What follows belongs to an exercise in optimizing a design on an open flow for small area, a short achievable clock period and few clock cycles; a production flow would make more cautious choices.
The RTL was checked by simulation tests, not by an equivalence proof against the original design.

`flow/run.sh`:
```
#!/bin/bash
# synth_recipe.tcl (not shown) runs the flow's synth.tcl, then flattens the netlist and writes it again
# the make line also repeats each setting of config.mk as NAME=value (left out here)
make -C /OpenROAD-flow-scripts/flow DESIGN_CONFIG=/design/flow/config.mk WORK_HOME=/design/flow/orfs CLKGATE_MAP_FILE= SYNTH_SCRIPT=/design/flow/synth_recipe.tcl finish
```
`flow/config.mk`:
```
export PLATFORM = sky130hd
export DESIGN_NAME = acc_drain_requant
export DESIGN_NICKNAME = acc_drain_requant
export VERILOG_FILES = /design/flow/design.v
export SDC_FILE = /design/flow/constraint.sdc
export NUM_CORES = 4
export LEC_CHECK = 0
export CAP_MARGIN = 20
export CORE_MARGIN = 2
export CORE_UTILIZATION = 40
export SLEW_MARGIN = 20
```
`flow/constraint.sdc`:
```
create_clock -name core_clock -period 10.0 [get_ports {clk}]
set_input_delay 2.0000 -clock core_clock [delete_from_list [all_inputs] [get_ports {clk}]]
set_output_delay 2.0000 -clock core_clock [all_outputs]
set_load 0.01 [all_outputs]
```
`flow/design.v`:
```
package acc_drain_requant_pkg;
    localparam int ACC_WIDTH   = 32;    
    localparam int ACT_WIDTH   = 8;     
    localparam int REQ_SCALE_W = 16;    
    localparam int REQ_SHIFT_W = 5;     
    localparam int SAT_IN_W = 64;
    localparam int ACT_MAX = (2 ** (ACT_WIDTH - 1)) - 1;
    localparam int ACT_MIN = -(2 ** (ACT_WIDTH - 1));
    localparam logic signed [SAT_IN_W-1:0] SAT_MAX = SAT_IN_W'(ACT_MAX);
    localparam logic signed [SAT_IN_W-1:0] SAT_MIN = SAT_IN_W'(ACT_MIN);
    typedef enum logic [1:0] {
        IDLE  = 2'd0,
        DRAIN = 2'd1,
        FLUSH = 2'd2
    } drain_state_e;
    typedef struct packed {
        logic                 sat;
        logic [ACT_WIDTH-1:0] data;
    } act_sat_t;
    function automatic logic [ACT_WIDTH:0] sat_to_act(input logic signed [SAT_IN_W-1:0] v);
        if (v > SAT_MAX) begin
            sat_to_act = {1'b1, ACT_WIDTH'(ACT_MAX)};
        end else if (v < SAT_MIN) begin
            sat_to_act = {1'b1, ACT_WIDTH'(ACT_MIN)};
        end else begin
            sat_to_act = {1'b0, v[ACT_WIDTH-1:0]};
        end
    endfunction
endpackage
import acc_drain_requant_pkg::*;
module acc_drain_requant_requant_stage
#(
    parameter int SCALE_W = REQ_SCALE_W,
    parameter int SHIFT_W = REQ_SHIFT_W
) (
    input  logic                        clk,
    input  logic                        rst_n,
    input  logic                        en_i,
    input  logic                        in_vld_i,
    input  logic [ACC_WIDTH-1:0]        acc_i,
    input  logic                        ovf_i,
    input  logic                        last_i,
    input  logic [SCALE_W-1:0]          scale_i,
    input  logic [SHIFT_W-1:0]          shift_i,
    output logic signed [ACT_WIDTH-1:0] out_data_o,
    output logic                        out_valid_o,
    output logic                        out_last_o,
    output logic                        out_sat_o
);
    localparam int PROD_W = ACC_WIDTH + SCALE_W + 1;
    logic signed [PROD_W-1:0] acc_x;
    logic signed [PROD_W-1:0] scl_x;
    logic signed [PROD_W-1:0] prod_d;
    logic                     s1_vld_q;
    logic signed [PROD_W-1:0] s1_prod_q;
    logic                     s1_ovf_q;
    logic                     s1_neg_q;
    logic                     s1_last_q;
    logic signed [PROD_W-1:0]   rnd;
    logic signed [PROD_W-1:0]   sum;
    logic signed [PROD_W-1:0]   q;
    logic signed [SAT_IN_W-1:0] q_ext;
    acc_drain_requant_pkg::act_sat_t r;
    logic [ACT_WIDTH-1:0]       s2_data_d;
    logic                       s2_sat_d;
    always_comb begin
        acc_x  = {{(PROD_W-ACC_WIDTH){acc_i[ACC_WIDTH-1]}}, acc_i};
        scl_x  = {{(PROD_W-SCALE_W){1'b0}}, scale_i};
        prod_d = acc_x * scl_x;
    end
    always_comb begin
        if (shift_i == '0) begin
            rnd = '0;
        end else begin
            rnd = PROD_W'(1) << (shift_i - SHIFT_W'(1));
        end
        sum   = s1_prod_q + rnd;
        q     = sum >>> shift_i;
        q_ext = SAT_IN_W'(q);
        r         = acc_drain_requant_pkg::sat_to_act(q_ext);
        s2_data_d = r.data;
        s2_sat_d  = r.sat;
        if (s1_ovf_q) begin
            s2_data_d = s1_neg_q ? ACT_WIDTH'(ACT_MIN) : ACT_WIDTH'(ACT_MAX);
            s2_sat_d  = 1'b1;
        end
    end
    always_ff @(posedge clk or negedge rst_n) begin
        if (!rst_n) begin
            s1_vld_q    <= 1'b0;
            s1_prod_q   <= '0;
            s1_ovf_q    <= 1'b0;
            s1_neg_q    <= 1'b0;
            s1_last_q   <= 1'b0;
            out_valid_o <= 1'b0;
            out_data_o  <= '0;
            out_last_o  <= 1'b0;
            out_sat_o   <= 1'b0;
        end else if (en_i) begin
            s1_vld_q    <= in_vld_i;
            s1_prod_q   <= prod_d;
            s1_ovf_q    <= ovf_i;
            s1_neg_q    <= acc_i[ACC_WIDTH-1];
            s1_last_q   <= last_i;
            out_valid_o <= s1_vld_q;
            out_data_o  <= s2_data_d;
            out_last_o  <= s1_last_q;
            out_sat_o   <= s2_sat_d;
        end
    end
endmodule
import acc_drain_requant_pkg::*;
module acc_drain_requant
#(
    parameter int ROWS    = 4,
    parameter int COLS    = 4,
    parameter int SCALE_W = REQ_SCALE_W,
    parameter int SHIFT_W = REQ_SHIFT_W
) (
    input  logic                            clk,
    input  logic                            rst_n,
    input  logic                            start,
    input  logic [ROWS*COLS*ACC_WIDTH-1:0]  acc_in,
    input  logic [ROWS*COLS-1:0]            ovf_in,
    input  logic [SCALE_W-1:0]              scale,
    input  logic [SHIFT_W-1:0]              shift,
    output logic                            clear_acc,
    output logic                            busy,
    output logic                            done,
    output logic signed [ACT_WIDTH-1:0]     out_data,
    output logic                            out_valid,
    input  logic                            out_ready,
    output logic                            out_last,
    output logic                            out_sat
);
    localparam int N     = ROWS * COLS;
    localparam int IDX_W = (N > 1) ? $clog2(N) : 1;
    localparam logic [IDX_W-1:0] LAST_IDX = IDX_W'(N - 1);
    acc_drain_requant_pkg::drain_state_e state_q, state_d;
    logic [IDX_W-1:0]     idx_q, idx_d;
    logic [ACC_WIDTH-1:0] acc_q [N];
    logic [N-1:0]         ovf_q;
    logic [SCALE_W-1:0]   scale_q;
    logic [SHIFT_W-1:0]   shift_q;
    logic                 clear_q, clear_d;
    logic                 done_q, done_d;
    logic                 snap;
    logic                 adv;
    logic                 iss_vld;
    logic [ACC_WIDTH-1:0] iss_acc;
    logic                 iss_ovf;
    logic                 iss_last;
    logic [SCALE_W-1:0]   iss_scale;
    assign adv       = out_ready || !out_valid;
    assign busy      = (state_q != IDLE);
    assign clear_acc = clear_q;
    assign done      = done_q;
    always_comb begin
        state_d   = state_q;
        idx_d     = idx_q;
        clear_d   = 1'b0;
        done_d    = 1'b0;
        snap      = 1'b0;
        iss_vld   = 1'b0;
        iss_acc   = acc_q[idx_q];
        iss_ovf   = ovf_q[idx_q];
        iss_scale = scale_q;
        iss_last  = (idx_q == LAST_IDX);
        case (state_q)
            IDLE: begin
                if (start) begin
                    snap      = 1'b1;
                    clear_d   = 1'b1;
                    iss_vld   = 1'b1;
                    iss_acc   = acc_in[ACC_WIDTH-1:0];
                    iss_ovf   = ovf_in[0];
                    iss_scale = scale;
                    iss_last  = (N == 1);
                    idx_d     = (N == 1) ? '0 : IDX_W'(1);
                    state_d   = (N == 1) ? FLUSH : DRAIN;
                end
            end
            DRAIN: begin
                iss_vld = 1'b1;
                if (adv) begin
                    if (idx_q == LAST_IDX) begin
                        state_d = FLUSH;
                    end else begin
                        idx_d = idx_q + 1'b1;
                    end
                end
            end
            FLUSH: begin
                if (out_valid && out_ready && out_last) begin
                    state_d = IDLE;
                    done_d  = 1'b1;
                end
            end
            default: state_d = IDLE;
        endcase
    end
    always_ff @(posedge clk or negedge rst_n) begin
        if (!rst_n) begin
            state_q <= IDLE;
            idx_q   <= '0;
            clear_q <= 1'b0;
            done_q  <= 1'b0;
        end else begin
            state_q <= state_d;
            idx_q   <= idx_d;
            clear_q <= clear_d;
            done_q  <= done_d;
        end
    end
    always_ff @(posedge clk or negedge rst_n) begin
        if (!rst_n) begin
            for (int i = 0; i < N; i++) begin
                acc_q[i] <= '0;
            end
            ovf_q   <= '0;
            scale_q <= '0;
            shift_q <= '0;
        end else if (snap) begin
            for (int i = 0; i < N; i++) begin
                acc_q[i] <= acc_in[i*ACC_WIDTH +: ACC_WIDTH];
            end
            ovf_q   <= ovf_in;
            scale_q <= scale;
            shift_q <= shift;
        end
    end
    acc_drain_requant_requant_stage #(
        .SCALE_W (SCALE_W),
        .SHIFT_W (SHIFT_W)
    ) u_stage (
        .clk         (clk),
        .rst_n       (rst_n),
        .en_i        (adv),
        .in_vld_i    (iss_vld),
        .acc_i       (iss_acc),
        .ovf_i       (iss_ovf),
        .last_i      (iss_last),
        .scale_i     (iss_scale),
        .shift_i     (shift_q),
        .out_data_o  (out_data),
        .out_valid_o (out_valid),
        .out_last_o  (out_last),
        .out_sat_o   (out_sat)
    );
endmodule
```
==> run notes <==
==> placed cells by master, fill, tap and decap left out, types with 22 or more instances in the layout <==
master	instances
nand4_1	68
clkdlybuf4s50_1	565
a21oi_1	135
clkbuf_1	22
a21o_1	47
clkbuf_16	74
a221oi_1	89
o221ai_1	25
nand2b_1	36
mux2i_1	51
nand3_1	52
a22oi_1	80
xor2_1	39
a211oi_1	40
nor3_1	60
ha_1	153
buf_4	327
dfrtp_1	618
nor2_1	473
inv_1	649
a22o_1	74
o211ai_1	33
o21ai_0	135
fa_1	490
xnor2_1	46
nand2_1	2115
==> tightest hold or removal path: cells and delay by family (launching register included) <==
family | cells | cell delay [ns]
flops | 1 | 0.33
simple gates | 2 | 0.10
==> metrics by stage <==
step	setup WS [ns]	setup TNS, ns
after global placement	-0.0787	-0.211
after detailed placement	-0.178	-0.669
final	0.426	0
after global routing	0.00169	0
after CTS	0.346	0
after floorplan	0.214	0
==> repair_timing <==
| action | CTS | global route |
|---|---|---|
| buffers inserted | 0 | 4 |
| endpoints found under the setup margin | 0 | 4 |
| hold buffers | 0 | 0 |
| resized for setup | 0 | 2 |
==> how the worst max path moves through the flow <==
stage,startpoint,endpoint,slack [ns],cells after the start
floorplan,start,u_stage.s1_prod_q[48]$_DFFE_PN0P_,0.21,34
global placement,start,u_stage.s1_prod_q[48]$_DFFE_PN0P_,-0.08,31
detailed placement,start,u_stage.s1_prod_q[48]$_DFFE_PN0P_,-0.18,31
CTS,idx_q[1]$_DFFE_PN0P_,u_stage.s1_prod_q[48]$_DFFE_PN0P_,0.35,36
global route,start,u_stage.s1_prod_q[41]$_DFFE_PN0P_,0.002,35
finish,start,u_stage.s1_prod_q[48]$_DFFE_PN0P_,0.43,32
==> registers in the layout, summed over array words and instances, names as in the netlist <==
| signal | count |
|---|---|
| ovf_q | 16 |
| u_stage.out_last_o | 1 |
| u_stage.s1_last_q | 1 |
| u_stage.s1_ovf_q | 1 |
| idx_q | 4 |
| u_stage.out_sat_o | 1 |
| u_stage.out_data_o | 8 |
| shift_q | 5 |
| scale_q | 16 |
| u_stage.s1_vld_q | 1 |
| clear_q | 1 |
| u_stage.s1_neg_q | 1 |
| state_q | 2 |
| u_stage.s1_prod_q | 49 |
| acc_q | 512 |
| u_stage.out_valid_o | 1 |
| done_q | 1 |
==> metal layers <==
layer | share of wire, % | vias to the layer above | GRT usage [%]
li1 | - | 21600 | -
met1 | 41 | 23800 | 41.9
met2 | 46 | 2036 | 52.2
met3 | 6.7 | 465 | 5.00
met4 | 6.0 | 20 | 17.1
met5 | 0.056 | - | 0
==> cell type report <==
class | count | area, sq um | share of cell area [%]
antenna | 17 | 42.5 | 0.0673
clock inverter | 24 | 369 | 0.584
timing repair buffer | 912 | 8510 | 13.5
sequential | 621 | 15500 | 24.6
multi-input combinational | 4656 | 32100 | 50.8
inverter | 654 | 2460 | 3.90
clock buffer | 108 | 2100 | 3.32
tap | 1662 | 2080 | 3.29
==> synthesized netlist by cell type (46+ instances only) <==
cell type	count
o21ai_0	135
mux2i_1	57
a221oi_1	90
xnor2_1	46
a21o_1	47
a22o_1	74
clkbuf_1	317
a21oi_1	135
nor3_1	60
fa_1	490
nand3_1	52
ha_1	153
nand4_1	68
nand2_1	2117
dfrtp_1	621
a22oi_1	80
inv_1	650
nor2_1	475
==> logic make-up after synthesis <==
logic type      synth area share, %
xor+xnor                       1.45
flops                          30.3
other cells                 0.00731
simple gates                   23.2
buf+inv                        7.44
fa+ha+maj                      22.8
compound gates                 12.5
mux                            2.23
==> impl_metrics.py <==
metrics = {
    "synthesis": {
        "syn_inst": 6290,
        "synth_area_leader_cell": "dfrtp_1",
        "ys_ff_latch": 621,
        "synth_area_per_cell_sq_um": 8.16,
        "synth_edf_count": 0,
        "synth_cell_types": 97,
        "seq_area_frac_synth_pct": 30.3,
        "synthArstFlopShare_pct": 100,
        "synth_top_area_share_pct": 30.3,
        "synth_fp_nets": 7486,
        "syn-cell-area_sq_mm": 0.0513,
        "yosys_warnings": 3,
        "synthFlopType": "dfrtp_1",
        "ys_top_cells_by_area": "dfrtp_1, fa_1, nand2_1, inv_1, ha_1",
    },
    "sta": {
        "period_minus_slack_ns": 9.57,
        "timing.fmax_ghz": 0.104,
        "setup_viol": 0,
        "hold_viol": 0,
        "fin_hold_ws_ns": 0.467,
        "final.period_utilization_pct": 95.7,
        "relSlewSlack_pct": 25.6,
        "worstMarginPinSlew_ns": 1.12,
        "finalClockSkew_ns": 0.0802,
        "grt_setup_unrepaired": "no",
        "maxSlewViolCount": 0,
    },
    "clocking": {
        "cts_buffers": 74,
        "cts_tree": "done",
        "cts.path.max_buffers": 3,
        "clock_sinks": 621,
        "cts_max_level": 3,
        "clockRootBuffer": "clkbuf_16",
        "clkSlewWorstSetupHoldPaths_ns": 0.06,
        "insertion_delay_ns": 0.70,
    },
    "hold_path": {
        "hold-path-endpoint": "acc_q[0][5]$_DFFE_PN0P_",
        "min_path_type": "flop to flop",
        "hold_start": "acc_q[0][5]$_DFFE_PN0P_",
        "whs_path_depth": 2,
    },
    "grt": {
        "grt_pass1_vias": 48900,
        "track_usage_pct": 32.3,
        "grt_max_degree": 224,
        "grt_pass1_wl_um": 317000,
        "antenna_found_initial": 26,
        "grt_overflow": 0,
    },
    "critical_path": {
        "r2r_setup_slack_ns": 0.50,
        "crit_fanout": 24,
        "cpPeakStageDelay_ns": 0.63,
        "crit_type": "primary input to flop",
        "cp_num_buf_inv": 9,
        "crit_required_ns": 10.49,
        "cp-start-kind": "primary input",
        "endpoint_kind": "flop",
        "r2r_start": "idx_q[1]$_DFFE_PN0P_",
        "arrival_ns": 10.06,
        "cpMostUsedCell": "fa_1",
        "path_delay_family": "adder cells",
        "worst_r2r_path_depth": 32,
        "r2r_end": "u_stage.s1_prod_q[48]$_DFFE_PN0P_",
        "cp_slowest_cell": "a21boi_0",
    },
    "drt": {
        "dr.pass1.iters": 6,
        "routedWlPerCell_um": 24.6,
        "vias": 47900,
        "ant_nets": 0,
        "totalWireLength_um": 213000,
        "viasPerCell": 5.53,
        "drcViolationCount": 0,
        "drt_iter0_markers": 4807,
    },
    "die": {
        "ioPinCount": 567,
        "die-area_sq_mm": 0.131,
        "fp.dieH_um": 362,
        "die_x_um": 362,
        "rows": 131,
        "start_util_pct": 40.3,
        "design.core.area_sq_mm": 0.128,
    },
    "job": {
        "max_cap_violations": 0,
    },
    "place": {
        "dpl.cell_count": 8501,
        "dp.final_hpwl_um": 169000,
        "place.port_buffers": 566,
        "placed_cell_area_sq_mm": 0.0607,
        "gp_congestion": 0.990,
    },
    "layout": {
        "syn_to_final_growth_pct": 23.1,
        "instances_no_fill": 8654,
        "final_cell_area_sq_mm": 0.0632,
        "n_fill_cell": 12300,
        "utilization_pct": 49.6,
        "drive_gt1_share_pct": 7.99,
        "num-nets-final": 8115,
    },
    "status": {
        "outcome": "no timing/DRC/antenna violations",
    },
}
Testbench counts, summed over its fixed seeds: cycles 18,440.

[port drivers added, routing unchanged]
How much do the figures lean on ideal ports? The routed layout below was timed once more, with nothing changed but the port constraints.
Step 1 sets driving cells, clkbuf_16 on the clock port and buf_2 on the other inputs (assumed; they add their load-dependent delay and slew).
Step 2, shift: input delay + t, output delay - t, t = (earliest + latest rising clock arrival at the registers) / 2. This alone moves slack from input paths to output paths.
a / b / c = no drivers / after step 1 / after step 2; a / b = the first two.
t, ns: 0.720
setup slack, ns: 0.426 / 0.453 / -0.267
latest minus earliest clock arrival (ns): 0.080 / 0.080
worst register clock-pin slew, ns: 0.07 / 0.07
Met with ideal ports but missed after step 2: setup timing in this run. For this run, drivers alone change the setup slack by +0.027 ns; drivers and shift together by -0.693 ns.
